From an optimization exercise on the open Yosys and OpenROAD flow, aimed at small area; shortcuts taken in it are not production practice. Where RTL was checked, it was by simulation tests only, not by an equivalence proof against the original. No functional check of the RTL was part of run 2. No activity file was given, so power comes from the tool's default toggle rates.

### design/flow/run.sh
#!/bin/bash
# synth_recipe.tcl (not shown) runs the flow's synth.tcl, then flattens the netlist and writes it again
# the make line also repeats each setting of config.mk as NAME=value (left out here)
make -C /OpenROAD-flow-scripts/flow DESIGN_CONFIG=/design/flow/config.mk WORK_HOME=/design/flow/orfs CLKGATE_MAP_FILE= SYNTH_SCRIPT=/design/flow/synth_recipe.tcl finish
### design/flow/config.mk
export PLATFORM = sky130hd
export DESIGN_NAME = servo_pwm_sweep_generator
export DESIGN_NICKNAME = servo_pwm_sweep_generator
export VERILOG_FILES = /design/flow/design.v
export SDC_FILE = /design/flow/constraint.sdc
export NUM_CORES = 4
export LEC_CHECK = 0
export CAP_MARGIN = 20
export CORE_MARGIN = 2
export CORE_UTILIZATION = 40
export CTS_BUF_LIST = sky130_fd_sc_hd__clkbuf_8
export SLEW_MARGIN = 20
export SYNTH_HIERARCHICAL = 1
### design/flow/constraint.sdc
create_clock -name core_clock -period 12.0 [get_ports {clk}]
set_input_delay 2.4000 -clock core_clock [delete_from_list [all_inputs] [get_ports {clk}]]
set_output_delay 2.4000 -clock core_clock [all_outputs]
set_load 0.01 [all_outputs]
### design/flow/design.v
package spwm_pkg;
  localparam int ANGLE_W = 8;
  localparam int SPAN_W  = 12;
  localparam int TICK_W  = 16;
  localparam int PPS_W   = 8;
  localparam int PROD_W  = ANGLE_W + SPAN_W;
  localparam int S91_W   = 19;
  localparam int DEFAULT_MAX_ANGLE = 180;
  localparam logic [TICK_W-1:0] PERIOD_RST    = 16'd20000;
  localparam logic [TICK_W-1:0] MIN_PULSE_RST = 16'd500;
  localparam logic [SPAN_W-1:0] SPAN_RST      = 12'd1900;
  localparam logic [PPS_W-1:0]  PPS_RST       = 8'd50;
  localparam logic [S91_W-1:0]  S91_RST       = 19'd172900;   
  typedef enum logic [1:0] {
    CFG_PERIOD    = 2'd0,
    CFG_MIN_PULSE = 2'd1,
    CFG_SPAN      = 2'd2,
    CFG_PPS       = 2'd3
  } cfg_idx_t;
  typedef enum logic {
    FUNC_TICK = 1'b0,
    FUNC_MOVE = 1'b1
  } func_t;
endpackage
import spwm_pkg::*;
module spwm_width (
  input  logic [ANGLE_W-1:0] angle,
  input  logic [18:0]        s91,
  input  logic [TICK_W-1:0]  min_pulse,
  input  logic [TICK_W-1:0]  period,
  output logic [TICK_W-1:0]  high_width
);
  wire pp1, pp2, pp3, pp4, pp5, pp6, pp7, pp8, pp9, pp10, pp11, pp12, pp13, pp14, pp15, pp16, pp17, pp18, pp19, pp20, pp21, pp22, pp23, pp24, pp25, pp26, pp27, pp28, pp29, pp30, pp31, pp32, pp33, pp34, pp35, pp36, pp37, pp38, pp39, pp40, pp41, pp42, pp43, pp44, pp45, pp46, pp47, pp48, pp49, pp50, pp51, pp52, pp53, pp54, pp55, pp56, pp57, pp58, pp59, pp60, pp61, pp62, pp63, pp64, pp65, pp66, pp67, pp68, pp69, pp70, pp71, pp72, pp73, pp74, pp75, pp76, pp77, pp78, pp79, pp80, pp81, pp82, pp83, pp84, pp85, pp86, pp87, pp88, pp89, pp90, pp91, pp92, pp93, pp94, pp95, pp96, pp97, pp98, pp99, pp100, pp101, pp102, pp103, pp104, pp105, pp106, pp107, pp108, pp109, pp110, pp111, pp112, pp113, pp114, pp115, pp116, pp117, pp118, pp119, pp120, pp121, pp122, pp123, pp124, pp125, pp126, pp127, pp128, pp129, pp130, pp131, pp132, pp133, pp134, hs135, hc136, fs137, fc138, fs139, fc140, fs141, fc142, fs143, fc144, fs145, fc146, fs147, fc148, fs149, fc150, fs151, fc152, fs153, fc154, fs155, fc156, fs157, fc158, fs159, fc160, hs161, hc162, hs163, hc164, fs165, fc166, hs167, hc168, fs169, fc170, fs171, fc172, fs173, fc174, fs175, fc176, fs177, fc178, fs179, fc180, fs181, fc182, fs183, fc184, fs185, fc186, fs187, fc188, fs189, fc190, fs191, fc192, fs193, fc194, fs195, fc196, fs197, fc198, fs199, fc200, fs201, fc202, fs203, fc204, fs205, fc206, fs207, fc208, fs209, fc210, fs211, fc212, fs213, fc214, fs215, fc216, fs217, fc218, fs219, fc220, fs221, fc222, fs223, fc224, fs225, fc226, fs227, fc228, fs229, fc230, hs231, hc232, fs233, fc234, fs235, fc236, fs237, fc238, fs239, fc240, fs241, fc242, fs243, fc244, fs245, fc246, fs247, fc248, fs249, fc250, fs251, fc252, fs253, fc254, fs255, fc256, fs257, fc258, fs259, fc260, fs261, fc262, fs263, fc264, fs265, fc266, fs267, fc268, fs269, fc270, hs271, hc272, fs273, fc274, fs275, fc276, fs277, fc278, fs279, fc280, fs281, fc282, fs283, fc284, fs285, fc286, fs287, fc288, fs289, fc290, fs291, fc292, fs293, fc294, fs295, fc296, fs297, fc298, fs299, fc300, fs301, fc302, fs303, fc304, fs305, fc306, fs307, fc308, fs309, fc310, fs311, fc312, fs313, fc314;
  assign pp1 = angle[0] & s91[0];
  assign pp2 = angle[0] & s91[1];
  assign pp3 = angle[0] & s91[2];
  assign pp4 = angle[0] & s91[3];
  assign pp5 = angle[0] & s91[4];
  assign pp6 = angle[0] & s91[5];
  assign pp7 = angle[0] & s91[6];
  assign pp8 = angle[0] & s91[7];
  assign pp9 = angle[0] & s91[8];
  assign pp10 = angle[0] & s91[9];
  assign pp11 = angle[0] & s91[10];
  assign pp12 = angle[0] & s91[11];
  assign pp13 = angle[0] & s91[12];
  assign pp14 = angle[0] & s91[13];
  assign pp15 = angle[0] & s91[14];
  assign pp16 = angle[0] & s91[15];
  assign pp17 = angle[0] & s91[16];
  assign pp18 = angle[0] & s91[17];
  assign pp19 = angle[0] & s91[18];
  assign pp20 = angle[1] & s91[0];
  assign pp21 = angle[1] & s91[1];
  assign pp22 = angle[1] & s91[2];
  assign pp23 = angle[1] & s91[3];
  assign pp24 = angle[1] & s91[4];
  assign pp25 = angle[1] & s91[5];
  assign pp26 = angle[1] & s91[6];
  assign pp27 = angle[1] & s91[7];
  assign pp28 = angle[1] & s91[8];
  assign pp29 = angle[1] & s91[9];
  assign pp30 = angle[1] & s91[10];
  assign pp31 = angle[1] & s91[11];
  assign pp32 = angle[1] & s91[12];
  assign pp33 = angle[1] & s91[13];
  assign pp34 = angle[1] & s91[14];
  assign pp35 = angle[1] & s91[15];
  assign pp36 = angle[1] & s91[16];
  assign pp37 = angle[1] & s91[17];
  assign pp38 = angle[1] & s91[18];
  assign pp39 = angle[2] & s91[0];
  assign pp40 = angle[2] & s91[1];
  assign pp41 = angle[2] & s91[2];
  assign pp42 = angle[2] & s91[3];
  assign pp43 = angle[2] & s91[4];
  assign pp44 = angle[2] & s91[5];
  assign pp45 = angle[2] & s91[6];
  assign pp46 = angle[2] & s91[7];
  assign pp47 = angle[2] & s91[8];
  assign pp48 = angle[2] & s91[9];
  assign pp49 = angle[2] & s91[10];
  assign pp50 = angle[2] & s91[11];
  assign pp51 = angle[2] & s91[12];
  assign pp52 = angle[2] & s91[13];
  assign pp53 = angle[2] & s91[14];
  assign pp54 = angle[2] & s91[15];
  assign pp55 = angle[2] & s91[16];
  assign pp56 = angle[2] & s91[17];
  assign pp57 = angle[2] & s91[18];
  assign pp58 = angle[3] & s91[0];
  assign pp59 = angle[3] & s91[1];
  assign pp60 = angle[3] & s91[2];
  assign pp61 = angle[3] & s91[3];
  assign pp62 = angle[3] & s91[4];
  assign pp63 = angle[3] & s91[5];
  assign pp64 = angle[3] & s91[6];
  assign pp65 = angle[3] & s91[7];
  assign pp66 = angle[3] & s91[8];
  assign pp67 = angle[3] & s91[9];
  assign pp68 = angle[3] & s91[10];
  assign pp69 = angle[3] & s91[11];
  assign pp70 = angle[3] & s91[12];
  assign pp71 = angle[3] & s91[13];
  assign pp72 = angle[3] & s91[14];
  assign pp73 = angle[3] & s91[15];
  assign pp74 = angle[3] & s91[16];
  assign pp75 = angle[3] & s91[17];
  assign pp76 = angle[3] & s91[18];
  assign pp77 = angle[4] & s91[0];
  assign pp78 = angle[4] & s91[1];
  assign pp79 = angle[4] & s91[2];
  assign pp80 = angle[4] & s91[3];
  assign pp81 = angle[4] & s91[4];
  assign pp82 = angle[4] & s91[5];
  assign pp83 = angle[4] & s91[6];
  assign pp84 = angle[4] & s91[7];
  assign pp85 = angle[4] & s91[8];
  assign pp86 = angle[4] & s91[9];
  assign pp87 = angle[4] & s91[10];
  assign pp88 = angle[4] & s91[11];
  assign pp89 = angle[4] & s91[12];
  assign pp90 = angle[4] & s91[13];
  assign pp91 = angle[4] & s91[14];
  assign pp92 = angle[4] & s91[15];
  assign pp93 = angle[4] & s91[16];
  assign pp94 = angle[4] & s91[17];
  assign pp95 = angle[4] & s91[18];
  assign pp96 = angle[5] & s91[0];
  assign pp97 = angle[5] & s91[1];
  assign pp98 = angle[5] & s91[2];
  assign pp99 = angle[5] & s91[3];
  assign pp100 = angle[5] & s91[4];
  assign pp101 = angle[5] & s91[5];
  assign pp102 = angle[5] & s91[6];
  assign pp103 = angle[5] & s91[7];
  assign pp104 = angle[5] & s91[8];
  assign pp105 = angle[5] & s91[9];
  assign pp106 = angle[5] & s91[10];
  assign pp107 = angle[5] & s91[11];
  assign pp108 = angle[5] & s91[12];
  assign pp109 = angle[5] & s91[13];
  assign pp110 = angle[5] & s91[14];
  assign pp111 = angle[5] & s91[15];
  assign pp112 = angle[5] & s91[16];
  assign pp113 = angle[5] & s91[17];
  assign pp114 = angle[5] & s91[18];
  assign pp115 = angle[6] & s91[0];
  assign pp116 = (angle[7] & s91[0]) | (angle[6] & s91[1]);
  assign pp117 = (angle[7] & s91[1]) | (angle[6] & s91[2]);
  assign pp118 = (angle[7] & s91[2]) | (angle[6] & s91[3]);
  assign pp119 = (angle[7] & s91[3]) | (angle[6] & s91[4]);
  assign pp120 = (angle[7] & s91[4]) | (angle[6] & s91[5]);
  assign pp121 = (angle[7] & s91[5]) | (angle[6] & s91[6]);
  assign pp122 = (angle[7] & s91[6]) | (angle[6] & s91[7]);
  assign pp123 = (angle[7] & s91[7]) | (angle[6] & s91[8]);
  assign pp124 = (angle[7] & s91[8]) | (angle[6] & s91[9]);
  assign pp125 = (angle[7] & s91[9]) | (angle[6] & s91[10]);
  assign pp126 = (angle[7] & s91[10]) | (angle[6] & s91[11]);
  assign pp127 = (angle[7] & s91[11]) | (angle[6] & s91[12]);
  assign pp128 = (angle[7] & s91[12]) | (angle[6] & s91[13]);
  assign pp129 = (angle[7] & s91[13]) | (angle[6] & s91[14]);
  assign pp130 = (angle[7] & s91[14]) | (angle[6] & s91[15]);
  assign pp131 = (angle[7] & s91[15]) | (angle[6] & s91[16]);
  assign pp132 = (angle[7] & s91[16]) | (angle[6] & s91[17]);
  assign pp133 = (angle[7] & s91[17]) | (angle[6] & s91[18]);
  assign pp134 = angle[7] & s91[18];
  spwm_ha u_hs135 (.a(pp7), .b(pp25), .s(hs135), .co(hc136));
  spwm_fa u_fs137 (.a(pp8), .b(pp26), .ci(pp44), .s(fs137), .co(fc138));
  spwm_fa u_fs139 (.a(pp9), .b(pp27), .ci(pp45), .s(fs139), .co(fc140));
  spwm_fa u_fs141 (.a(pp10), .b(pp28), .ci(pp46), .s(fs141), .co(fc142));
  spwm_fa u_fs143 (.a(pp11), .b(pp29), .ci(pp47), .s(fs143), .co(fc144));
  spwm_fa u_fs145 (.a(pp12), .b(pp30), .ci(pp48), .s(fs145), .co(fc146));
  spwm_fa u_fs147 (.a(pp13), .b(pp31), .ci(pp49), .s(fs147), .co(fc148));
  spwm_fa u_fs149 (.a(pp14), .b(pp32), .ci(pp50), .s(fs149), .co(fc150));
  spwm_fa u_fs151 (.a(pp15), .b(pp33), .ci(pp51), .s(fs151), .co(fc152));
  spwm_fa u_fs153 (.a(pp16), .b(pp34), .ci(pp52), .s(fs153), .co(fc154));
  spwm_fa u_fs155 (.a(pp17), .b(pp35), .ci(pp53), .s(fs155), .co(fc156));
  spwm_fa u_fs157 (.a(pp18), .b(pp36), .ci(pp54), .s(fs157), .co(fc158));
  spwm_fa u_fs159 (.a(pp19), .b(pp37), .ci(pp55), .s(fs159), .co(fc160));
  spwm_ha u_hs161 (.a(pp38), .b(pp56), .s(hs161), .co(hc162));
  spwm_ha u_hs163 (.a(pp5), .b(pp23), .s(hs163), .co(hc164));
  spwm_fa u_fs165 (.a(pp6), .b(pp24), .ci(pp42), .s(fs165), .co(fc166));
  spwm_ha u_hs167 (.a(pp60), .b(pp78), .s(hs167), .co(hc168));
  spwm_fa u_fs169 (.a(pp43), .b(pp61), .ci(pp79), .s(fs169), .co(fc170));
  spwm_fa u_fs171 (.a(pp97), .b(pp115), .ci(hs135), .s(fs171), .co(fc172));
  spwm_fa u_fs173 (.a(pp62), .b(pp80), .ci(pp98), .s(fs173), .co(fc174));
  spwm_fa u_fs175 (.a(pp116), .b(fs137), .ci(hc136), .s(fs175), .co(fc176));
  spwm_fa u_fs177 (.a(pp63), .b(pp81), .ci(pp99), .s(fs177), .co(fc178));
  spwm_fa u_fs179 (.a(pp117), .b(fs139), .ci(fc138), .s(fs179), .co(fc180));
  spwm_fa u_fs181 (.a(pp64), .b(pp82), .ci(pp100), .s(fs181), .co(fc182));
  spwm_fa u_fs183 (.a(pp118), .b(fs141), .ci(fc140), .s(fs183), .co(fc184));
  spwm_fa u_fs185 (.a(pp65), .b(pp83), .ci(pp101), .s(fs185), .co(fc186));
  spwm_fa u_fs187 (.a(pp119), .b(fs143), .ci(fc142), .s(fs187), .co(fc188));
  spwm_fa u_fs189 (.a(pp66), .b(pp84), .ci(pp102), .s(fs189), .co(fc190));
  spwm_fa u_fs191 (.a(pp120), .b(fs145), .ci(fc144), .s(fs191), .co(fc192));
  spwm_fa u_fs193 (.a(pp67), .b(pp85), .ci(pp103), .s(fs193), .co(fc194));
  spwm_fa u_fs195 (.a(pp121), .b(fs147), .ci(fc146), .s(fs195), .co(fc196));
  spwm_fa u_fs197 (.a(pp68), .b(pp86), .ci(pp104), .s(fs197), .co(fc198));
  spwm_fa u_fs199 (.a(pp122), .b(fs149), .ci(fc148), .s(fs199), .co(fc200));
  spwm_fa u_fs201 (.a(pp69), .b(pp87), .ci(pp105), .s(fs201), .co(fc202));
  spwm_fa u_fs203 (.a(pp123), .b(fs151), .ci(fc150), .s(fs203), .co(fc204));
  spwm_fa u_fs205 (.a(pp70), .b(pp88), .ci(pp106), .s(fs205), .co(fc206));
  spwm_fa u_fs207 (.a(pp124), .b(fs153), .ci(fc152), .s(fs207), .co(fc208));
  spwm_fa u_fs209 (.a(pp71), .b(pp89), .ci(pp107), .s(fs209), .co(fc210));
  spwm_fa u_fs211 (.a(pp125), .b(fs155), .ci(fc154), .s(fs211), .co(fc212));
  spwm_fa u_fs213 (.a(pp72), .b(pp90), .ci(pp108), .s(fs213), .co(fc214));
  spwm_fa u_fs215 (.a(pp126), .b(fs157), .ci(fc156), .s(fs215), .co(fc216));
  spwm_fa u_fs217 (.a(pp73), .b(pp91), .ci(pp109), .s(fs217), .co(fc218));
  spwm_fa u_fs219 (.a(pp127), .b(fs159), .ci(fc158), .s(fs219), .co(fc220));
  spwm_fa u_fs221 (.a(pp74), .b(pp92), .ci(pp110), .s(fs221), .co(fc222));
  spwm_fa u_fs223 (.a(pp128), .b(hs161), .ci(fc160), .s(fs223), .co(fc224));
  spwm_fa u_fs225 (.a(pp57), .b(pp75), .ci(pp93), .s(fs225), .co(fc226));
  spwm_fa u_fs227 (.a(pp111), .b(pp129), .ci(hc162), .s(fs227), .co(fc228));
  spwm_fa u_fs229 (.a(pp76), .b(pp94), .ci(pp112), .s(fs229), .co(fc230));
  spwm_ha u_hs231 (.a(pp4), .b(pp22), .s(hs231), .co(hc232));
  spwm_fa u_fs233 (.a(pp41), .b(pp59), .ci(pp77), .s(fs233), .co(fc234));
  spwm_fa u_fs235 (.a(pp96), .b(fs165), .ci(hs167), .s(fs235), .co(fc236));
  spwm_fa u_fs237 (.a(fs169), .b(fs171), .ci(fc166), .s(fs237), .co(fc238));
  spwm_fa u_fs239 (.a(fs173), .b(fs175), .ci(fc170), .s(fs239), .co(fc240));
  spwm_fa u_fs241 (.a(fs177), .b(fs179), .ci(fc174), .s(fs241), .co(fc242));
  spwm_fa u_fs243 (.a(fs181), .b(fs183), .ci(fc178), .s(fs243), .co(fc244));
  spwm_fa u_fs245 (.a(fs185), .b(fs187), .ci(fc182), .s(fs245), .co(fc246));
  spwm_fa u_fs247 (.a(fs189), .b(fs191), .ci(fc186), .s(fs247), .co(fc248));
  spwm_fa u_fs249 (.a(fs193), .b(fs195), .ci(fc190), .s(fs249), .co(fc250));
  spwm_fa u_fs251 (.a(fs197), .b(fs199), .ci(fc194), .s(fs251), .co(fc252));
  spwm_fa u_fs253 (.a(fs201), .b(fs203), .ci(fc198), .s(fs253), .co(fc254));
  spwm_fa u_fs255 (.a(fs205), .b(fs207), .ci(fc202), .s(fs255), .co(fc256));
  spwm_fa u_fs257 (.a(fs209), .b(fs211), .ci(fc206), .s(fs257), .co(fc258));
  spwm_fa u_fs259 (.a(fs213), .b(fs215), .ci(fc210), .s(fs259), .co(fc260));
  spwm_fa u_fs261 (.a(fs217), .b(fs219), .ci(fc214), .s(fs261), .co(fc262));
  spwm_fa u_fs263 (.a(fs221), .b(fs223), .ci(fc218), .s(fs263), .co(fc264));
  spwm_fa u_fs265 (.a(fs225), .b(fs227), .ci(fc222), .s(fs265), .co(fc266));
  spwm_fa u_fs267 (.a(pp130), .b(fs229), .ci(fc226), .s(fs267), .co(fc268));
  spwm_fa u_fs269 (.a(pp95), .b(pp113), .ci(pp131), .s(fs269), .co(fc270));
  spwm_ha u_hs271 (.a(pp3), .b(pp21), .s(hs271), .co(hc272));
  spwm_fa u_fs273 (.a(pp40), .b(pp58), .ci(hs231), .s(fs273), .co(fc274));
  spwm_fa u_fs275 (.a(hs163), .b(fs233), .ci(hc232), .s(fs275), .co(fc276));
  spwm_fa u_fs277 (.a(hc164), .b(fs235), .ci(fc234), .s(fs277), .co(fc278));
  spwm_fa u_fs279 (.a(hc168), .b(fs237), .ci(fc236), .s(fs279), .co(fc280));
  spwm_fa u_fs281 (.a(fc172), .b(fs239), .ci(fc238), .s(fs281), .co(fc282));
  spwm_fa u_fs283 (.a(fc176), .b(fs241), .ci(fc240), .s(fs283), .co(fc284));
  spwm_fa u_fs285 (.a(fc180), .b(fs243), .ci(fc242), .s(fs285), .co(fc286));
  spwm_fa u_fs287 (.a(fc184), .b(fs245), .ci(fc244), .s(fs287), .co(fc288));
  spwm_fa u_fs289 (.a(fc188), .b(fs247), .ci(fc246), .s(fs289), .co(fc290));
  spwm_fa u_fs291 (.a(fc192), .b(fs249), .ci(fc248), .s(fs291), .co(fc292));
  spwm_fa u_fs293 (.a(fc196), .b(fs251), .ci(fc250), .s(fs293), .co(fc294));
  spwm_fa u_fs295 (.a(fc200), .b(fs253), .ci(fc252), .s(fs295), .co(fc296));
  spwm_fa u_fs297 (.a(fc204), .b(fs255), .ci(fc254), .s(fs297), .co(fc298));
  spwm_fa u_fs299 (.a(fc208), .b(fs257), .ci(fc256), .s(fs299), .co(fc300));
  spwm_fa u_fs301 (.a(fc212), .b(fs259), .ci(fc258), .s(fs301), .co(fc302));
  spwm_fa u_fs303 (.a(fc216), .b(fs261), .ci(fc260), .s(fs303), .co(fc304));
  spwm_fa u_fs305 (.a(fc220), .b(fs263), .ci(fc262), .s(fs305), .co(fc306));
  spwm_fa u_fs307 (.a(fc224), .b(fs265), .ci(fc264), .s(fs307), .co(fc308));
  spwm_fa u_fs309 (.a(fc228), .b(fs267), .ci(fc266), .s(fs309), .co(fc310));
  spwm_fa u_fs311 (.a(fc230), .b(fs269), .ci(fc268), .s(fs311), .co(fc312));
  spwm_fa u_fs313 (.a(pp114), .b(pp132), .ci(fc270), .s(fs313), .co(fc314));
  wire [25:0] ra = {pp134, pp133, fs313, fs311, fs309, fs307, fs305, fs303, fs301, fs299, fs297, fs295, fs293, fs291, fs289, fs287, fs285, fs283, fs281, fs279, fs277, fs275, fs273, pp39, pp2, pp1};
  wire [25:0] rb = {1'b0, fc314, fc312, fc310, fc308, fc306, fc304, fc302, fc300, fc298, fc296, fc294, fc292, fc290, fc288, fc286, fc284, fc282, fc280, fc278, fc276, fc274, hc272, hs271, pp20, 1'b0};
  wire [26:0] v;
  assign v = 27'(ra) + 27'(rb);
  wire [11:0] h = v[25:14];
  wire [11:0] l = v[13:2];
  wire [11:0] g1 = h & l;
  wire [11:0] p1 = h | l;
  wire [5:0]  g2, p2;
  wire [2:0]  g3, p3;
  for (genvar k = 0; k < 6; k++) begin : g_t2
    assign g2[k] = g1[2*k+1] | (p1[2*k+1] & g1[2*k]);
    assign p2[k] = p1[2*k+1] & p1[2*k];
  end
  for (genvar k = 0; k < 3; k++) begin : g_t3
    assign g3[k] = g2[2*k+1] | (p2[2*k+1] & g2[2*k]);
    assign p3[k] = p2[2*k+1] & p2[2*k];
  end
  wire c = g3[2] | (p3[2] & (g3[1] | (p3[1] & (g3[0] | p3[0]))));
  wire [16:0] s0 = 17'(min_pulse) + 17'(h);
  wire [16:0] ones;
  for (genvar k = 0; k < 17; k++) begin : g_inc
    if (k == 0) begin : g_0
      assign ones[k] = c;
    end else begin : g_k
      assign ones[k] = c & (&s0[k-1:0]);
    end
  end
  wire [16:0] sum = s0 ^ ones;
  wire [16:0] room;
  wire [16:0] bw;
  assign bw[0] = 1'b0;
  for (genvar k = 0; k < 16; k++) begin : g_room
    assign room[k] = period[k] ^ min_pulse[k] ^ bw[k];
    assign bw[k+1] = (~period[k] & min_pulse[k]) | (~(period[k] ^ min_pulse[k]) & bw[k]);
  end
  assign room[16] = bw[16];
  wire        room_neg = room[16];
  wire        room_big = |room[15:12];
  wire [12:0] gt;
  assign gt[0] = 1'b0;
  for (genvar k = 0; k < 12; k++) begin : g_gt
    assign gt[k+1] = (h[k] & ~room[k]) | (~(h[k] ^ room[k]) & gt[k]);
  end
  wire        h_gt = gt[12];
  wire        h_eq = h == room[11:0];
  wire        over = room_neg | (!room_big & (h_gt | (c & h_eq)));
  assign high_width = over ? period : sum[15:0];
endmodule
module spwm_fa (
  input  logic a,
  input  logic b,
  input  logic ci,
  output logic s,
  output logic co
);
  assign s  = a ^ b ^ ci;
  assign co = (a & b) | (ci & (a ^ b));
endmodule
module spwm_ha (
  input  logic a,
  input  logic b,
  output logic s,
  output logic co
);
  assign s  = a ^ b;
  assign co = a & b;
endmodule
import spwm_pkg::*;
module servo_pwm_sweep_generator (
  input  logic        clk,
  input  logic        rst_n,
  input  logic        in_tvalid,
  output logic        in_tready,
  input  logic [15:0] in_tdata,
  input  logic        in_tuser,
  output logic        out_tvalid,
  input  logic        out_tready,
  output logic [15:0] out_tdata,
  input  logic        cfg_valid,
  output logic        cfg_ready,
  input  logic [1:0]  cfg_index,
  input  logic [15:0] cfg_data
);
  function automatic logic lt17(input logic [16:0] a, input logic [16:0] b);
    logic r;
    integer i;
    begin
      r = 1'b0;
      for (i = 0; i < 17; i = i + 1)
        r = (~a[i] & b[i]) | (~a[i] & r) | (b[i] & r);
      lt17 = r;
    end
  endfunction
  function automatic logic lt8(input logic [7:0] a, input logic [7:0] b);
    logic r;
    integer i;
    begin
      r = 1'b0;
      for (i = 0; i < 8; i = i + 1)
        r = (~a[i] & b[i]) | (~a[i] & r) | (b[i] & r);
      lt8 = r;
    end
  endfunction
  function automatic logic [7:0] step8(input logic [7:0] a, input logic up,
                                       input logic en);
    logic [7:0] r;
    logic       c;
    integer     i;
    begin
      c = en;
      for (i = 0; i < 8; i = i + 1) begin
        r[i] = a[i] ^ c;
        c    = c & ~(a[i] ^ up);
      end
      step8 = r;
    end
  endfunction
  function automatic logic [7:0] clamp180(input logic [7:0] x);
    logic gt;
    begin
      gt = x[7] & (x[6] | (x[5] & x[4] & (x[3] | (x[2] & (x[1] | x[0])))));
      clamp180 = gt ? 8'd180 : x;
    end
  endfunction
  function automatic logic [S91_W-1:0] times91(input logic [SPAN_W-1:0] s);
    logic [S91_W-1:0] r0, r1, r2, r3, r4, a0, b0, a1, b1, a2, b2, sum;
    logic c;
    integer i;
    begin
      r0 = {1'b0, s, 6'b0};
      r1 = {3'b0, s, 4'b0};
      r2 = {4'b0, s, 3'b0};
      r3 = {6'b0, s, 1'b0};
      r4 = {7'b0, s};
      b0[0] = 1'b0;
      b1[0] = 1'b0;
      b2[0] = 1'b0;
      for (i = 0; i < S91_W; i = i + 1)
        a0[i] = r0[i] ^ r1[i] ^ r2[i];
      for (i = 1; i < S91_W; i = i + 1)
        b0[i] = (r0[i-1] & r1[i-1]) | (r2[i-1] & (r0[i-1] ^ r1[i-1]));
      for (i = 0; i < S91_W; i = i + 1)
        a1[i] = a0[i] ^ b0[i] ^ r3[i];
      for (i = 1; i < S91_W; i = i + 1)
        b1[i] = (a0[i-1] & b0[i-1]) | (r3[i-1] & (a0[i-1] ^ b0[i-1]));
      for (i = 0; i < S91_W; i = i + 1)
        a2[i] = a1[i] ^ b1[i] ^ r4[i];
      for (i = 1; i < S91_W; i = i + 1)
        b2[i] = (a1[i-1] & b1[i-1]) | (r4[i-1] & (a1[i-1] ^ b1[i-1]));
      c = 1'b0;
      for (i = 0; i < S91_W; i = i + 1) begin
        sum[i] = a2[i] ^ b2[i] ^ c;
        c      = (a2[i] & b2[i]) | (c & (a2[i] ^ b2[i]));
      end
      times91 = sum;
    end
  endfunction
  logic [TICK_W-1:0]  period_r, min_pulse_r;
  logic [S91_W-1:0]   s91_r;      
  logic [PPS_W-1:0]   pps_r;
  logic [TICK_W-1:0]  tick_r;
  logic [PPS_W-1:0]   pcount_r;
  logic [ANGLE_W-1:0] angle_r, goal_r;
  logic [TICK_W-1:0]  width_r;
  logic               moving_r;
  logic               out_valid_r, pin_r, reject_r, stepped_r, down_r;
  logic               in_acc, is_move, move_ok, tick_mv;
  logic [ANGLE_W-1:0] start_cl, target_cl, a_step, a_load, shown;
  logic [TICK_W:0]    tick_inc;
  logic [PPS_W-1:0]   pcount_inc;
  logic               wrap, pwrap, at_goal, up, step, stop;
  logic [TICK_W-1:0]  new_width;
  assign cfg_ready  = 1'b1;
  assign in_tready  = !out_valid_r || out_tready;
  assign in_acc     = in_tvalid && in_tready;
  assign is_move    = in_tuser;
  assign move_ok    = is_move && !moving_r;
  assign tick_mv    = !is_move && moving_r;
  assign start_cl   = clamp180(in_tdata[7:0]);
  assign target_cl  = clamp180(in_tdata[15:8]);
  logic [TICK_W:0] tick_cy;
  logic [PPS_W:0]  pcount_cy;
  assign tick_cy[0]   = 1'b1;
  assign pcount_cy[0] = 1'b1;
  for (genvar i = 0; i < TICK_W; i++) begin : g_tick_inc
    assign tick_inc[i]  = tick_r[i] ^ tick_cy[i];
    assign tick_cy[i+1] = tick_r[i] & tick_cy[i];
  end
  assign tick_inc[TICK_W] = tick_cy[TICK_W];
  for (genvar i = 0; i < PPS_W; i++) begin : g_pcount_inc
    assign pcount_inc[i]  = pcount_r[i] ^ pcount_cy[i];
    assign pcount_cy[i+1] = pcount_r[i] & pcount_cy[i];
  end
  assign wrap       = !lt17(tick_inc, 17'(period_r));
  assign pwrap      = !lt8(pcount_inc, pps_r);
  assign at_goal    = angle_r == goal_r;
  assign up         = lt8(angle_r, goal_r);
  assign step       = tick_mv && wrap && pwrap && !at_goal;
  assign stop       = tick_mv && wrap && pwrap && at_goal;
  assign a_step     = step8(angle_r, up, 1'b1);
  assign a_load     = is_move ? start_cl : a_step;
  spwm_width u_width (
    .angle      (a_load),
    .s91        (s91_r),
    .min_pulse  (min_pulse_r),
    .period     (period_r),
    .high_width (new_width)
  );
  always_ff @(posedge clk) begin
    if (!rst_n) begin
      period_r    <= PERIOD_RST;
      min_pulse_r <= MIN_PULSE_RST;
      s91_r       <= S91_RST;
      pps_r       <= PPS_RST;
    end else if (cfg_valid) begin
      case (cfg_index)
        CFG_PERIOD:    period_r    <= cfg_data;
        CFG_MIN_PULSE: min_pulse_r <= cfg_data;
        CFG_SPAN:      s91_r       <= times91(cfg_data[SPAN_W-1:0]);
        default:       pps_r       <= cfg_data[PPS_W-1:0];
      endcase
    end
  end
  always_ff @(posedge clk) begin
    if (!rst_n) begin
      moving_r    <= 1'b0;
      angle_r     <= '0;
      out_valid_r <= 1'b0;
    end else begin
      out_valid_r <= in_acc || (out_valid_r && !out_tready);
      if (in_acc) begin
        if (move_ok) begin
          moving_r <= 1'b1;
          angle_r  <= start_cl;
        end else if (stop) begin
          moving_r <= 1'b0;
        end else if (step) begin
          angle_r  <= a_step;
        end
      end
    end
  end
  always_ff @(posedge clk) begin
    if (in_acc) begin
      if (move_ok) begin
        goal_r   <= target_cl;
        tick_r   <= '0;
        pcount_r <= '0;
      end else if (tick_mv) begin
        if (wrap) begin
          tick_r   <= '0;
          pcount_r <= pwrap ? '0 : pcount_inc;
        end else begin
          tick_r   <= tick_inc[TICK_W-1:0];
        end
      end
      if (move_ok || step) width_r <= new_width;
      pin_r     <= tick_mv && lt17(17'(tick_r), 17'(width_r));
      reject_r  <= is_move && moving_r;
      stepped_r <= step;
      down_r    <= !up;
    end
  end
  assign shown = step8(angle_r, down_r, stepped_r);
  assign out_tvalid = out_valid_r;
  assign out_tdata  = {5'b0, reject_r, moving_r, shown, pin_r};
endmodule
==> results.yml, run 1 <==
detailed_routing:
  drtIter0Drc: 747
  drtPass1Iterations: 5
  via_per_inst: 5.45
  wirelength_um: 34100
  post_drt_wl_per_cell_um: 17.4
  route.antenna.remaining_nets: 0
  drc: 0
  vias: 10700
sta:
  period_minus_slack_ns: 11.09
  finClkSkew_ns: 0.0200
  finalSetupViolations: 0
  setup_slack_ns: 0.915
  max_freq_mhz: 90.2
  setup_tns_ns: 0
  relSlewSlack_pct: 30.0
  whs_ns: 0.460
  hold_viol_final: 0
  worst_slew_pin_slew_ns: 1.05
  finalCritPeriodShare_pct: 92.4
  rsz0062_at_grt: "false"
  final_max_slew_viol_count: 0
cells_and_area:
  antenna_cells: 0
  syn2layout_area_growth_pct: 10.2
  fillerInstances: 3309
  finalNonFillerCells: 1963
  final_nets: 1787
  fin_util_pct: 44.5
  final_area_um2: 14800
  drive_above_1_share_pct: 6.01
global_routing:
  grt_overflow: 0
  grt_max_degree: 45
  grt_pass1_wl_um: 56600
  antenna_found_initial: 0
  track_usage_pct: 20.0
  grt_pass1_vias: 10700
yosys:
  avgSynthCellArea_um2: 9.16
  synth_seq_cells: 121
  synth_edf_count: 52
  synth_commonest_cells: "170 x nand2_1, 141 x and2_1, 141 x fa_1, 111 x inv_1, 104 x ha_1"
  ys_seq_area_share_pct: 21.9
  synth.cell_area_um2: 13500
  yosysUniqueCellTypes: 99
  syn_inst: 1470
  ys_async_sr_fraction_pct: 0
  yosysTopAreaCell: "fa_1"
  synth_flop_cell: "dfxtp_1"
  synth.most_common_cell: "nand2_1"
  yosys-top-cells-area: "fa_1 21%, edfxtp_1 12%, dfxtp_1 10%"
  synth_warnings: 7
  synth_top_area_share_pct: 21.0
critical_path:
  cpMaxStageDelayCell: "or4b_2"
  worstPathRequired_ns: 12.30
  critPathKind: "in -> reg"
  cp_slowest_stage_delay_ns: 0.70
  critPathCaptureType: "flop"
  critPathCapture: "width_r[15]"
  crit_arrival_ns: 11.38
  r2r_start: "angle_r[4]"
  start_kind: "input port"
  startpoint: "in_tdata[0]"
  crit_top_cell: "fa_1"
  path_max_fanout: 14
  rr_worst_depth: 36
  r2r-end: "width_r[15]"
  rrSetupSlack_ns: 1.31
place:
  portBuffers: 52
  place_inst: 1931
  pre_cts_slack_ns: 0.121
  dpl_cell_area_um2: 14400
  gp_congestion: 0.937
  place_hpwl_um: 27300
power:
  total_power_mw: 4.62
  internal-power_mw: 2.22
  pwr-share-clk_pct: 8.5
  seq_power_share_pct: 12.8
  cellPowerDensity_nw_per_um2: 311
  ir_drop_mv: 0.224
  power_frac_comb_pct: 78.8
  leakagePower_nw: 6.22
  p_sw_mw: 2.39
  swShare_pct: 51.8
clock_tree:
  hold_buffers: 0
  post_cts_buffers: 0
  insertion_delay_ns: 0.46
  cts_tree: "yes"
  cts.htree.levels: 4
  cts.sinks: 121
  cts_buffer_depth: 2
  cts-root-buf: "clkbuf_8"
  cts_resized: 0
  cts_made_buffers: 17
  clk_pin_slew_worst_paths_ns: 0.09
outcome:
  outcome: "no timing/DRC/antenna violations"
floorplanning:
  initial_core_util_pct: 40.3
  die_x_um: 187
  ioPinCount: 59
  core_area_um2: 33400
  fp.dieArea_um2: 35100
  fp-row-count: 67
  die_y_um: 187
job:
  drv_cap: 0
hold_path:
  min_path_type: "reg -> reg"
kinds of logic (layout without fill, tap and decap cells):
| group | count (synthesis) | in the layout | share of synthesized area (%) |
|---|---|---|---|
| compound gates | 319 | 319 | 16.5 |
| xor+xnor | 56 | 56 | 3.64 |
| fa+ha+maj | 256 | 256 | 31.5 |
| buf+inv | 176 | 217 | 5.44 |
| flops | 121 | 121 | 21.9 |
| mux | 2 | 2 | 0.186 |
| other cells | 2 | 6 | 0.0558 |
| simple gates | 538 | 538 | 20.8 |
Yosys stat by module, one instance, submodules excluded:
module	flops+latches	cell area, um2
spwm_ha	0	12.5
spwm_fa	0	20.0
spwm_width	0	4350
servo_pwm_sweep_generator	121	7350
layout by cell type, fill, tap and decap left out, types with 8 or more instances in the layout:
cell and instances:
o31a_1 8, maj3_1 9, edfxtp_1 52, buf_4 18
a211oi_1 8, a21oi_1 86, o21ai_0 36, dfxtp_1 69
inv_1 111, nand2b_1 26, o211ai_1 18, clkbuf_8 17
nand3_1 30, ha_1 104, nand4_1 15, clkdlybuf4s50_1 52
and2_1 141, fa_1 141, a22o_1 19, xor2_1 13
a31oi_1 12, xnor2_1 43, nor2_1 60, o21a_1 13
nor2b_1 28, nor3_1 22, o21ai_1 15, a21o_1 24
nand2_1 170
state kept, by name, indices dropped and copies added, names as in the netlist, 8 cells and up:
name         cells
s91_r           19
min_pulse_r     16
pps_r            8
period_r        16
pcount_r         8
width_r         16
goal_r           8
angle_r          8
tick_r          16
routing by layer:
metal	global-route usage [%]	vias up	share of wire, %
met4	5.54	0	1.7
li1	-	5151	-
met1	27.6	5262	48
met5	0	-	0
met2	33.4	247	47
met3	1.95	41	3.3
critical path, delay by kind of cell:
family                     cells  cell delay (ns)
buffers and inverters          3             0.70
and+or+nand+nor                7             1.88
adders and majority gates      7             2.98
xor gates and xnor gates       2             0.35
AOI/OAI and AO/OA             14             3.08
area by class of cell:
class                      count  area [um2]  share of cell area (%)
clock buffer                  17         234                    1.58
timing repair buffer          70         656                    4.42
multi-input combinational   1177        9830                    66.2
inverter                     115         442                    2.98
clock inverter                15         175                    1.18
sequential                   121        2940                    19.8
tap                          448         561                    3.78
worst min path at each step:
stage	from	endpoint	slack, ns	cells after the start
2_1_floorplan	min_pulse_r[15]	min_pulse_r[15]	0.44	2
3_3_place_gp	min_pulse_r[15]	min_pulse_r[15]	0.44	2
3_5_place_dp	min_pulse_r[15]	min_pulse_r[15]	0.45	2
4_1_cts	min_pulse_r[15]	min_pulse_r[15]	0.47	2
5_1_grt	min_pulse_r[15]	min_pulse_r[15]	0.48	2
6_report	min_pulse_r[15]	min_pulse_r[15]	0.46	2
power by group through the flow:
stage          combinational (mW)  sequential, mW  clock (mW)
6_report                     3.63           0.589       0.391
3_3_place_gp                 3.56           0.597           0
5_1_grt                      4.08           0.596       0.419
3_5_place_dp                 3.60           0.598           0
4_1_cts                      3.62           0.588       0.402
2_1_floorplan                2.80           0.574           0
==> run 2, diff against run 1 <==
--- a/design/flow/design.v
+++ b/design/flow/design.v
@@ -28,7 +28,8 @@
   input  logic [18:0]        s91,
   input  logic [TICK_W-1:0]  min_pulse,
-  input  logic [TICK_W-1:0]  period,
-  output logic [TICK_W-1:0]  high_width
+  input  logic [TICK_W-1:0]  period_n,      
+  output logic [TICK_W-1:0]  high_width_n   
 );
+  wire [TICK_W-1:0] period = ~period_n;
   wire pp1, pp2, pp3, pp4, pp5, pp6, pp7, pp8, pp9, pp10, pp11, pp12, pp13, pp14, pp15, pp16, pp17, pp18, pp19, pp20, pp21, pp22, pp23, pp24, pp25, pp26, pp27, pp28, pp29, pp30, pp31, pp32, pp33, pp34, pp35, pp36, pp37, pp38, pp39, pp40, pp41, pp42, pp43, pp44, pp45, pp46, pp47, pp48, pp49, pp50, pp51, pp52, pp53, pp54, pp55, pp56, pp57, pp58, pp59, pp60, pp61, pp62, pp63, pp64, pp65, pp66, pp67, pp68, pp69, pp70, pp71, pp72, pp73, pp74, pp75, pp76, pp77, pp78, pp79, pp80, pp81, pp82, pp83, pp84, pp85, pp86, pp87, pp88, pp89, pp90, pp91, pp92, pp93, pp94, pp95, pp96, pp97, pp98, pp99, pp100, pp101, pp102, pp103, pp104, pp105, pp106, pp107, pp108, pp109, pp110, pp111, pp112, pp113, pp114, pp115, pp116, pp117, pp118, pp119, pp120, pp121, pp122, pp123, pp124, pp125, pp126, pp127, pp128, pp129, pp130, pp131, pp132, pp133, pp134, hs135, hc136, fs137, fc138, fs139, fc140, fs141, fc142, fs143, fc144, fs145, fc146, fs147, fc148, fs149, fc150, fs151, fc152, fs153, fc154, fs155, fc156, fs157, fc158, fs159, fc160, hs161, hc162, hs163, hc164, fs165, fc166, hs167, hc168, fs169, fc170, fs171, fc172, fs173, fc174, fs175, fc176, fs177, fc178, fs179, fc180, fs181, fc182, fs183, fc184, fs185, fc186, fs187, fc188, fs189, fc190, fs191, fc192, fs193, fc194, fs195, fc196, fs197, fc198, fs199, fc200, fs201, fc202, fs203, fc204, fs205, fc206, fs207, fc208, fs209, fc210, fs211, fc212, fs213, fc214, fs215, fc216, fs217, fc218, fs219, fc220, fs221, fc222, fs223, fc224, fs225, fc226, fs227, fc228, fs229, fc230, hs231, hc232, fs233, fc234, fs235, fc236, fs237, fc238, fs239, fc240, fs241, fc242, fs243, fc244, fs245, fc246, fs247, fc248, fs249, fc250, fs251, fc252, fs253, fc254, fs255, fc256, fs257, fc258, fs259, fc260, fs261, fc262, fs263, fc264, fs265, fc266, fs267, fc268, fs269, fc270, hs271, hc272, fs273, fc274, fs275, fc276, fs277, fc278, fs279, fc280, fs281, fc282, fs283, fc284, fs285, fc286, fs287, fc288, fs289, fc290, fs291, fc292, fs293, fc294, fs295, fc296, fs297, fc298, fs299, fc300, fs301, fc302, fs303, fc304, fs305, fc306, fs307, fc308, fs309, fc310, fs311, fc312, fs313, fc314;
   assign pp1 = angle[0] & s91[0];
@@ -303,5 +304,5 @@
   wire        h_eq = h == room[11:0];
   wire        over = room_neg | (!room_big & (h_gt | (c & h_eq)));
-  assign high_width = over ? period : sum[15:0];
+  assign high_width_n = over ? period_n : ~sum[15:0];
 endmodule
 module spwm_fa (
@@ -324,4 +325,12 @@
   assign co = a & b;
 endmodule
+module spwm_maj (
+  input  logic a,
+  input  logic b,
+  input  logic c,
+  output logic y
+);
+  assign y = (a & b) | (a & c) | (b & c);
+endmodule
 import spwm_pkg::*;
 module servo_pwm_sweep_generator (
@@ -340,24 +349,4 @@
   input  logic [15:0] cfg_data
 );
-  function automatic logic lt17(input logic [16:0] a, input logic [16:0] b);
-    logic r;
-    integer i;
-    begin
-      r = 1'b0;
-      for (i = 0; i < 17; i = i + 1)
-        r = (~a[i] & b[i]) | (~a[i] & r) | (b[i] & r);
-      lt17 = r;
-    end
-  endfunction
-  function automatic logic lt8(input logic [7:0] a, input logic [7:0] b);
-    logic r;
-    integer i;
-    begin
-      r = 1'b0;
-      for (i = 0; i < 8; i = i + 1)
-        r = (~a[i] & b[i]) | (~a[i] & r) | (b[i] & r);
-      lt8 = r;
-    end
-  endfunction
   function automatic logic [7:0] step8(input logic [7:0] a, input logic up,
                                        input logic en);
@@ -381,44 +370,69 @@
     end
   endfunction
-  function automatic logic [S91_W-1:0] times91(input logic [SPAN_W-1:0] s);
-    logic [S91_W-1:0] r0, r1, r2, r3, r4, a0, b0, a1, b1, a2, b2, sum;
-    logic c;
-    integer i;
-    begin
-      r0 = {1'b0, s, 6'b0};
-      r1 = {3'b0, s, 4'b0};
-      r2 = {4'b0, s, 3'b0};
-      r3 = {6'b0, s, 1'b0};
-      r4 = {7'b0, s};
-      b0[0] = 1'b0;
-      b1[0] = 1'b0;
-      b2[0] = 1'b0;
-      for (i = 0; i < S91_W; i = i + 1)
-        a0[i] = r0[i] ^ r1[i] ^ r2[i];
-      for (i = 1; i < S91_W; i = i + 1)
-        b0[i] = (r0[i-1] & r1[i-1]) | (r2[i-1] & (r0[i-1] ^ r1[i-1]));
-      for (i = 0; i < S91_W; i = i + 1)
-        a1[i] = a0[i] ^ b0[i] ^ r3[i];
-      for (i = 1; i < S91_W; i = i + 1)
-        b1[i] = (a0[i-1] & b0[i-1]) | (r3[i-1] & (a0[i-1] ^ b0[i-1]));
-      for (i = 0; i < S91_W; i = i + 1)
-        a2[i] = a1[i] ^ b1[i] ^ r4[i];
-      for (i = 1; i < S91_W; i = i + 1)
-        b2[i] = (a1[i-1] & b1[i-1]) | (r4[i-1] & (a1[i-1] ^ b1[i-1]));
-      c = 1'b0;
-      for (i = 0; i < S91_W; i = i + 1) begin
-        sum[i] = a2[i] ^ b2[i] ^ c;
-        c      = (a2[i] & b2[i]) | (c & (a2[i] ^ b2[i]));
-      end
-      times91 = sum;
-    end
-  endfunction
-  logic [TICK_W-1:0]  period_r, min_pulse_r;
+  logic [S91_W-1:0] s91_new;
+  wire ts1, tc2, ts3, tc4, ts5, tc6, ts7, tc8, ts9, tc10, ts11, tc12;
+  wire ts13, tc14, ts15, tc16, ts17, tc18, ts19, tc20, ts21, tc22, ts23, tc24;
+  wire ts25, tc26, ts27, tc28, ts29, tc30, ts31, tc32, ts33, tc34, ts35, tc36;
+  wire ts37, tc38, ts39, tc40, ts41, tc42, ts43, tc44, ts45, tc46, ts47, tc48;
+  wire ts49, tc50, ts51, tc52, ts53, tc54, ts55, tc56, ts57, tc58, ts59, tc60;
+  wire ts61, tc62, ts63, tc64, ts65, tc66, ts67, tc68, ts69, tc70, ts71, tc72;
+  wire ts73, tc74, ts75, tc76, ts77, tc78, ts79, tc80, ts81, tc82, ts83, tc84;
+  wire ts85, tc86, ts87, tc88, ts89, tc90, ts91, tc92, ts93, tc94, ts95, tc96;
+  spwm_ha u_ts1 (.a(cfg_data[0]), .b(cfg_data[2]), .s(ts1), .co(tc2));
+  spwm_fa u_ts3 (.a(cfg_data[1]), .b(cfg_data[3]), .ci(cfg_data[4]), .s(ts3), .co(tc4));
+  spwm_fa u_ts5 (.a(cfg_data[2]), .b(cfg_data[4]), .ci(cfg_data[5]), .s(ts5), .co(tc6));
+  spwm_fa u_ts7 (.a(cfg_data[3]), .b(cfg_data[5]), .ci(cfg_data[6]), .s(ts7), .co(tc8));
+  spwm_fa u_ts9 (.a(cfg_data[4]), .b(cfg_data[6]), .ci(cfg_data[7]), .s(ts9), .co(tc10));
+  spwm_fa u_ts11 (.a(cfg_data[5]), .b(cfg_data[7]), .ci(cfg_data[8]), .s(ts11), .co(tc12));
+  spwm_ha u_ts13 (.a(cfg_data[6]), .b(cfg_data[8]), .s(ts13), .co(tc14));
+  spwm_ha u_ts15 (.a(cfg_data[0]), .b(cfg_data[1]), .s(ts15), .co(tc16));
+  spwm_fa u_ts17 (.a(cfg_data[1]), .b(cfg_data[2]), .ci(cfg_data[4]), .s(ts17), .co(tc18));
+  spwm_fa u_ts19 (.a(cfg_data[3]), .b(cfg_data[5]), .ci(cfg_data[6]), .s(ts19), .co(tc20));
+  spwm_fa u_ts21 (.a(cfg_data[6]), .b(cfg_data[7]), .ci(ts3), .s(ts21), .co(tc22));
+  spwm_fa u_ts23 (.a(cfg_data[7]), .b(cfg_data[8]), .ci(ts5), .s(ts23), .co(tc24));
+  spwm_fa u_ts25 (.a(cfg_data[8]), .b(cfg_data[9]), .ci(ts7), .s(ts25), .co(tc26));
+  spwm_fa u_ts27 (.a(cfg_data[9]), .b(cfg_data[10]), .ci(ts9), .s(ts27), .co(tc28));
+  spwm_fa u_ts29 (.a(cfg_data[10]), .b(cfg_data[11]), .ci(ts11), .s(ts29), .co(tc30));
+  spwm_fa u_ts31 (.a(cfg_data[9]), .b(cfg_data[11]), .ci(ts13), .s(ts31), .co(tc32));
+  spwm_fa u_ts33 (.a(cfg_data[7]), .b(cfg_data[9]), .ci(cfg_data[10]), .s(ts33), .co(tc34));
+  spwm_ha u_ts35 (.a(cfg_data[8]), .b(cfg_data[10]), .s(ts35), .co(tc36));
+  spwm_ha u_ts37 (.a(cfg_data[0]), .b(cfg_data[2]), .s(ts37), .co(tc38));
+  spwm_fa u_ts39 (.a(cfg_data[3]), .b(cfg_data[4]), .ci(ts15), .s(ts39), .co(tc40));
+  spwm_fa u_ts41 (.a(cfg_data[5]), .b(ts17), .ci(tc16), .s(ts41), .co(tc42));
+  spwm_fa u_ts43 (.a(ts1), .b(ts19), .ci(tc18), .s(ts43), .co(tc44));
+  spwm_fa u_ts45 (.a(tc2), .b(ts21), .ci(tc20), .s(ts45), .co(tc46));
+  spwm_fa u_ts47 (.a(tc4), .b(ts23), .ci(tc22), .s(ts47), .co(tc48));
+  spwm_fa u_ts49 (.a(tc6), .b(ts25), .ci(tc24), .s(ts49), .co(tc50));
+  spwm_fa u_ts51 (.a(tc8), .b(ts27), .ci(tc26), .s(ts51), .co(tc52));
+  spwm_fa u_ts53 (.a(tc10), .b(ts29), .ci(tc28), .s(ts53), .co(tc54));
+  spwm_fa u_ts55 (.a(tc12), .b(ts31), .ci(tc30), .s(ts55), .co(tc56));
+  spwm_fa u_ts57 (.a(tc14), .b(ts33), .ci(tc32), .s(ts57), .co(tc58));
+  spwm_fa u_ts59 (.a(cfg_data[11]), .b(ts35), .ci(tc34), .s(ts59), .co(tc60));
+  spwm_fa u_ts61 (.a(cfg_data[9]), .b(cfg_data[11]), .ci(tc36), .s(ts61), .co(tc62));
+  spwm_ha u_ts63 (.a(cfg_data[0]), .b(cfg_data[1]), .s(ts63), .co(tc64));
+  spwm_fa u_ts65 (.a(cfg_data[1]), .b(cfg_data[2]), .ci(tc64), .s(ts65), .co(tc66));
+  spwm_fa u_ts67 (.a(cfg_data[3]), .b(ts37), .ci(tc66), .s(ts67), .co(tc68));
+  spwm_fa u_ts69 (.a(ts39), .b(tc38), .ci(tc68), .s(ts69), .co(tc70));
+  spwm_fa u_ts71 (.a(ts41), .b(tc40), .ci(tc70), .s(ts71), .co(tc72));
+  spwm_fa u_ts73 (.a(ts43), .b(tc42), .ci(tc72), .s(ts73), .co(tc74));
+  spwm_fa u_ts75 (.a(ts45), .b(tc44), .ci(tc74), .s(ts75), .co(tc76));
+  spwm_fa u_ts77 (.a(ts47), .b(tc46), .ci(tc76), .s(ts77), .co(tc78));
+  spwm_fa u_ts79 (.a(ts49), .b(tc48), .ci(tc78), .s(ts79), .co(tc80));
+  spwm_fa u_ts81 (.a(ts51), .b(tc50), .ci(tc80), .s(ts81), .co(tc82));
+  spwm_fa u_ts83 (.a(ts53), .b(tc52), .ci(tc82), .s(ts83), .co(tc84));
+  spwm_fa u_ts85 (.a(ts55), .b(tc54), .ci(tc84), .s(ts85), .co(tc86));
+  spwm_fa u_ts87 (.a(ts57), .b(tc56), .ci(tc86), .s(ts87), .co(tc88));
+  spwm_fa u_ts89 (.a(ts59), .b(tc58), .ci(tc88), .s(ts89), .co(tc90));
+  spwm_fa u_ts91 (.a(ts61), .b(tc60), .ci(tc90), .s(ts91), .co(tc92));
+  spwm_fa u_ts93 (.a(cfg_data[10]), .b(tc62), .ci(tc92), .s(ts93), .co(tc94));
+  spwm_ha u_ts95 (.a(cfg_data[11]), .b(tc94), .s(ts95), .co(tc96));
+  assign s91_new = {tc96, ts95, ts93, ts91, ts89, ts87, ts85, ts83, ts81, ts79, ts77, ts75, ts73, ts71, ts69, ts67, ts65, ts63, cfg_data[0]};
+  logic [TICK_W-1:0]  period_n, min_pulse_r;
   logic [S91_W-1:0]   s91_r;      
-  logic [PPS_W-1:0]   pps_r;
+  logic [PPS_W-1:0]   pps_n;
   logic [TICK_W-1:0]  tick_r;
   logic [PPS_W-1:0]   pcount_r;
-  logic [ANGLE_W-1:0] angle_r, goal_r;
-  logic [TICK_W-1:0]  width_r;
+  logic [ANGLE_W-1:0] angle_r, goal_n;
+  logic [TICK_W-1:0]  width_n;
   logic               moving_r;
   logic               out_valid_r, pin_r, reject_r, stepped_r, down_r;
@@ -428,5 +442,6 @@
   logic [PPS_W-1:0]   pcount_inc;
   logic               wrap, pwrap, at_goal, up, step, stop;
-  logic [TICK_W-1:0]  new_width;
+  logic [TICK_W-1:0]  new_width_n;
+  logic               pin_lt;
   assign cfg_ready  = 1'b1;
   assign in_tready  = !out_valid_r || out_tready;
@@ -439,19 +454,35 @@
   logic [TICK_W:0] tick_cy;
   logic [PPS_W:0]  pcount_cy;
-  assign tick_cy[0]   = 1'b1;
-  assign pcount_cy[0] = 1'b1;
-  for (genvar i = 0; i < TICK_W; i++) begin : g_tick_inc
-    assign tick_inc[i]  = tick_r[i] ^ tick_cy[i];
-    assign tick_cy[i+1] = tick_r[i] & tick_cy[i];
+  assign tick_inc[0]   = ~tick_r[0];
+  assign tick_cy[1]    = tick_r[0];
+  assign pcount_inc[0] = ~pcount_r[0];
+  assign pcount_cy[1]  = pcount_r[0];
+  for (genvar i = 1; i < TICK_W; i++) begin : g_tick_inc
+    spwm_ha u_ha (.a(tick_r[i]), .b(tick_cy[i]), .s(tick_inc[i]), .co(tick_cy[i+1]));
   end
   assign tick_inc[TICK_W] = tick_cy[TICK_W];
-  for (genvar i = 0; i < PPS_W; i++) begin : g_pcount_inc
-    assign pcount_inc[i]  = pcount_r[i] ^ pcount_cy[i];
-    assign pcount_cy[i+1] = pcount_r[i] & pcount_cy[i];
-  end
-  assign wrap       = !lt17(tick_inc, 17'(period_r));
-  assign pwrap      = !lt8(pcount_inc, pps_r);
-  assign at_goal    = angle_r == goal_r;
-  assign up         = lt8(angle_r, goal_r);
+  for (genvar i = 1; i < PPS_W; i++) begin : g_pcount_inc
+    spwm_ha u_ha (.a(pcount_r[i]), .b(pcount_cy[i]), .s(pcount_inc[i]), .co(pcount_cy[i+1]));
+  end
+  logic [TICK_W:0]    wrap_nb, pin_nb;
+  logic [PPS_W:0]     pwrap_nb;
+  logic [ANGLE_W:0]   up_nb;
+  assign wrap_nb[0]  = 1'b1;
+  assign pin_nb[0]   = 1'b1;
+  assign pwrap_nb[0] = 1'b1;
+  assign up_nb[0]    = 1'b1;
+  for (genvar i = 0; i < TICK_W; i++) begin : g_cmp16
+    spwm_maj u_wrap (.a(tick_inc[i]), .b(period_n[i]), .c(wrap_nb[i]), .y(wrap_nb[i+1]));
+    spwm_maj u_pin  (.a(tick_r[i]),   .b(width_n[i]),  .c(pin_nb[i]),  .y(pin_nb[i+1]));
+  end
+  for (genvar i = 0; i < PPS_W; i++) begin : g_cmp8
+    spwm_maj u_pwrap (.a(pcount_inc[i]), .b(pps_n[i]),  .c(pwrap_nb[i]), .y(pwrap_nb[i+1]));
+    spwm_maj u_up    (.a(angle_r[i]),    .b(goal_n[i]), .c(up_nb[i]),    .y(up_nb[i+1]));
+  end
+  assign wrap       = tick_inc[TICK_W] | wrap_nb[TICK_W];
+  assign pwrap      = pwrap_nb[PPS_W];
+  assign pin_lt     = ~pin_nb[TICK_W];
+  assign at_goal    = &(angle_r ^ goal_n);
+  assign up         = ~up_nb[ANGLE_W];
   assign step       = tick_mv && wrap && pwrap && !at_goal;
   assign stop       = tick_mv && wrap && pwrap && at_goal;
@@ -462,19 +493,19 @@
     .s91        (s91_r),
     .min_pulse  (min_pulse_r),
-    .period     (period_r),
-    .high_width (new_width)
+    .period_n   (period_n),
+    .high_width_n (new_width_n)
   );
   always_ff @(posedge clk) begin
     if (!rst_n) begin
-      period_r    <= PERIOD_RST;
+      period_n    <= ~PERIOD_RST;
       min_pulse_r <= MIN_PULSE_RST;
       s91_r       <= S91_RST;
-      pps_r       <= PPS_RST;
+      pps_n       <= ~PPS_RST;
     end else if (cfg_valid) begin
       case (cfg_index)
-        CFG_PERIOD:    period_r    <= cfg_data;
+        CFG_PERIOD:    period_n    <= ~cfg_data;
         CFG_MIN_PULSE: min_pulse_r <= cfg_data;
-        CFG_SPAN:      s91_r       <= times91(cfg_data[SPAN_W-1:0]);
-        default:       pps_r       <= cfg_data[PPS_W-1:0];
+        CFG_SPAN:      s91_r       <= s91_new;
+        default:       pps_n       <= ~cfg_data[PPS_W-1:0];
       endcase
     end
@@ -502,5 +533,5 @@
     if (in_acc) begin
       if (move_ok) begin
-        goal_r   <= target_cl;
+        goal_n   <= ~target_cl;
         tick_r   <= '0;
         pcount_r <= '0;
@@ -513,6 +544,6 @@
         end
       end
-      if (move_ok || step) width_r <= new_width;
-      pin_r     <= tick_mv && lt17(17'(tick_r), 17'(width_r));
+      if (move_ok || step) width_n <= new_width_n;
+      pin_r     <= tick_mv && pin_lt;
       reject_r  <= is_move && moving_r;
       stepped_r <= step;
==> run 2 against run 1 <==
Synthesized cell count is 9.4% lower. Fmax rose by 0.48%. Hold slack improved by 0.032 ns. Via count down 9.6%. Critical path depth is 4 higher. Critical path type is now reg -> reg. Core utilization is 0.54 points higher. Routed wire length shrank 7.6%. Sequential share of layout area is 0.78 points higher. Sequential power decreased by 3.6%. Combinational power is 26% lower. First-iteration DRC count is 23% lower.
==> results.yml, run 2 <==
yosys:
  synth_commonest_cells: "143 x nand2_1, 142 x fa_1, 137 x and2_1, 87 x ha_1, 77 x a21oi_1"
  synth_top_area_share_pct: 22.0
  yosys-top-cells-area: "fa_1 22%, edfxtp_1 12%, dfxtp_1 11%"
  synth_warnings: 7
  synth_edf_count: 52
  synth_seq_cells: 121
  synth.cell_area_um2: 12900
  ys_seq_area_share_pct: 22.7
  synth.most_common_cell: "nand2_1"
  ys_async_sr_fraction_pct: 0
  syn_inst: 1332
  yosysTopAreaCell: "fa_1"
  synth_flop_cell: "dfxtp_1"
  avgSynthCellArea_um2: 9.72
  yosysUniqueCellTypes: 83
critical_path:
  cpMaxStageDelayCell: "o311ai_1"
  start_kind: "flop"
  worstPathRequired_ns: 12.19
  critPathCaptureType: "flop"
  path_max_fanout: 19
  crit_top_cell: "maj3_2"
  crit_arrival_ns: 11.22
  cp_slowest_stage_delay_ns: 0.60
  critPathKind: "reg -> reg"
cells_and_area:
  layout_commonest_cell: "nand2_1"
  final_nets: 1628
  largest_register_ffs: 19
  layout.area.seq_um2: 2940
  drive_above_1_share_pct: 9.77
  multi_input_area_um2: 9570
  syn2layout_area_growth_pct: 10.3
  top_register: "s91_r"
  antenna_cells: 0
  fillerInstances: 3067
  most-common-layout-cells: "143 x nand2_1, 142 x fa_1, 137 x and2_1"
detailed_routing:
  via_per_inst: 5.45
  vias: 9670
  wirelength_um: 31500
  route.antenna.remaining_nets: 0
  post_drt_wl_per_cell_um: 17.7
  drtIter0Drc: 576
  drtPass1Iterations: 6
  drc: 0
power:
  ir_drop_mv: 0.140
  internal-power_mw: 1.90
  leakagePower_nw: 5.85
  power_frac_comb_pct: 72.4
  cellPowerDensity_nw_per_um2: 259
  pwr-share-clk_pct: 12.3
  swShare_pct: 48.6
  seq_power_share_pct: 15.3
  p_sw_mw: 1.80
global_routing:
  grt_overflow: 0
  grt_max_degree: 39
  grt_pass1_vias: 9991
  track_usage_pct: 19.7
  antenna_found_initial: 0
  grt_pass1_wl_um: 52500
sta:
  relSlewSlack_pct: 27.5
  setup_slack_ns: 0.967
  setup_tns_ns: 0
  max_freq_mhz: 90.6
  finClkSkew_ns: 0.0171
  period_minus_slack_ns: 11.03
  hold_viol_final: 0
  finalCritPeriodShare_pct: 91.9
  rsz0062_at_grt: "false"
  worst_slew_pin_slew_ns: 1.08
  final_max_slew_viol_count: 0
  finalSetupViolations: 0
place:
  portBuffers: 52
  gp_congestion: 0.869
  place_hpwl_um: 25000
  pre_cts_slack_ns: 0.972
floorplanning:
  die_y_um: 184
  initial_core_util_pct: 40.8
  fp-row-count: 65
  die_x_um: 184
  core_area_um2: 31700
  ioPinCount: 59
  fp.dieArea_um2: 33800
clock_tree:
  cts_buffer_depth: 2
  cts-root-buf: "clkbuf_8"
  cts_tree: "yes"
  post_cts_buffers: 0
  insertion_delay_ns: 0.45
  clk_pin_slew_worst_paths_ns: 0.07
  cts.htree.levels: 4
  cts_made_buffers: 17
  cts.sinks: 121
job:
  drv_cap: 0
outcome:
  outcome: "no timing/DRC/antenna violations"
hold_path:
  min_path_type: "reg -> reg"
==> run 2: cell count changes after synthesis, moves of 17 or more <==
cell      delta
inv_1       -73
maj3_2      +47
nand2_1     -27
xor2_1      +23
nor2b_1     -20
ha_1        -17
nand2b_1    -17
==> run 2: cells by family (layout without fill, tap and decap cells) <==
family	Yosys count	in the layout	synth area share [%]
adders and majority gates	279	279	34.7
DFF	121	121	22.7
and+or+nand+nor	461	461	18.0
other	2	10	0.0580
muxes	26	26	2.15
xor gates and xnor gates	73	73	5.00
buffers and inverters	105	137	3.62
AOI/OAI and AO/OA	265	265	13.7
==> run 2: final timing paths <==
check / cells after the start / slack [ns] / from / to
setup reg to reg: 37 / 0.97 / angle_r[0] / width_n[15]
hold reg to reg: 2 / 0.49 / pps_n[2] / pps_n[2]
setup / recovery: 37 / 0.97 / angle_r[0] / width_n[15]
hold / removal: 2 / 0.49 / pps_n[2] / pps_n[2]
==> run 2: metal layers <==
layer	track usage, %	up-vias	part of all wire [%]
met3	2.46	31	4.2
met2	32.5	228	46
met5	0	-	0
met1	27.5	4729	48
met4	4.77	0	1.6
li1	-	4682	-
==> run 2: stage by stage <==
| stage | util (%) | power (mW) | cells | cell area (um2) | hold slack (ns) |
|---|---|---|---|---|---|
| floorplan | - | 2.62 | 1340 | 13000 | 0.457 |
| global placement | 43.4 | 3.21 | 1742 | 13800 | 0.478 |
| detailed placement | 43.5 | 3.23 | 1742 | 13800 | 0.482 |
| CTS | 45.0 | 3.71 | 1774 | 14300 | 0.498 |
| global route | 45.0 | 4.07 | 1774 | 14300 | 0.513 |
| finish | 45.0 | 3.70 | 1774 | 14300 | 0.493 |
==> run 2: modules after synthesis (local to each module, per instance) <==
module / area [um2] / times used
spwm_fa: 20.0 / 125
spwm_width: 4350 / 1
spwm_ha: 12.5 / 35
spwm_maj: 11.3 / 48
servo_pwm_sweep_generator: 5120 / 1
==> run 2: power by group through the flow <==
stage                     sequential, mW  clock (mW)  combinational, mW
final                              0.568       0.455               2.68
after global routing               0.573       0.483               3.02
after CTS                          0.568       0.464               2.68
after detailed placement           0.578           0               2.66
after global placement             0.577           0               2.64
after floorplan                    0.553           0               2.07
==> run 2: what timing repair did <==
| action | CTS | global route |
|---|---|---|
| hold buffers | 0 | 0 |
| setup endpoints to repair | 0 | 3 |
| resized for setup | 0 | 1 |
==> run 2: area by class of cell <==
class	instances	share of cell area [%]
Sequential cell	121	20.6
Timing Repair Buffer	64	4.28
Inverter	41	1.08
Clock buffer	18	1.74
Multi-Input combinational cell	1114	67.1
Clock inverter	14	1.70
Tap cell	402	3.52
==> run 2: critical path, delay by kind of cell (launching register included) <==
family / cells / cell delay, ns
buffers and inverters: 1 / 0.26
AOI/OAI and AO/OA: 13 / 3.08
adders and majority gates: 14 / 5.25
muxes: 1 / 0.26
and+or+nand+nor: 6 / 1.08
DFF: 1 / 0.52
xor gates and xnor gates: 2 / 0.35

-- what the ideal ports hide --
The flow's constraints put no driver on any port. The routed layouts listed below were extracted and timed again, unchanged, in two steps.
Step 1: set_driving_cell puts a clkbuf_16 on clk and a buf_2 on each other input, an assumption about the parent block.
Step 2 also shifts input and output timing later by t, the mid clock arrival at the registers, as if the neighbouring blocks saw the same clock.
Slacks: ideal ports / drivers / drivers and shift; pairs: ideal ports / drivers.
| run | t (ns) | setup WS [ns] | clock arrival spread, ns |
|---|---|---|---|
| run 1 | 0.497 | 0.915 / 0.939 / 0.442 | 0.020 / 0.020 |
| run 2 | 0.480 | 0.967 / 0.967 / 0.967 | 0.017 / 0.018 |
After both steps setup and hold are still met in every run listed. The setup slack of run 1, which loses most, moves by +0.024 ns with the drivers and by -0.473 ns with both steps.
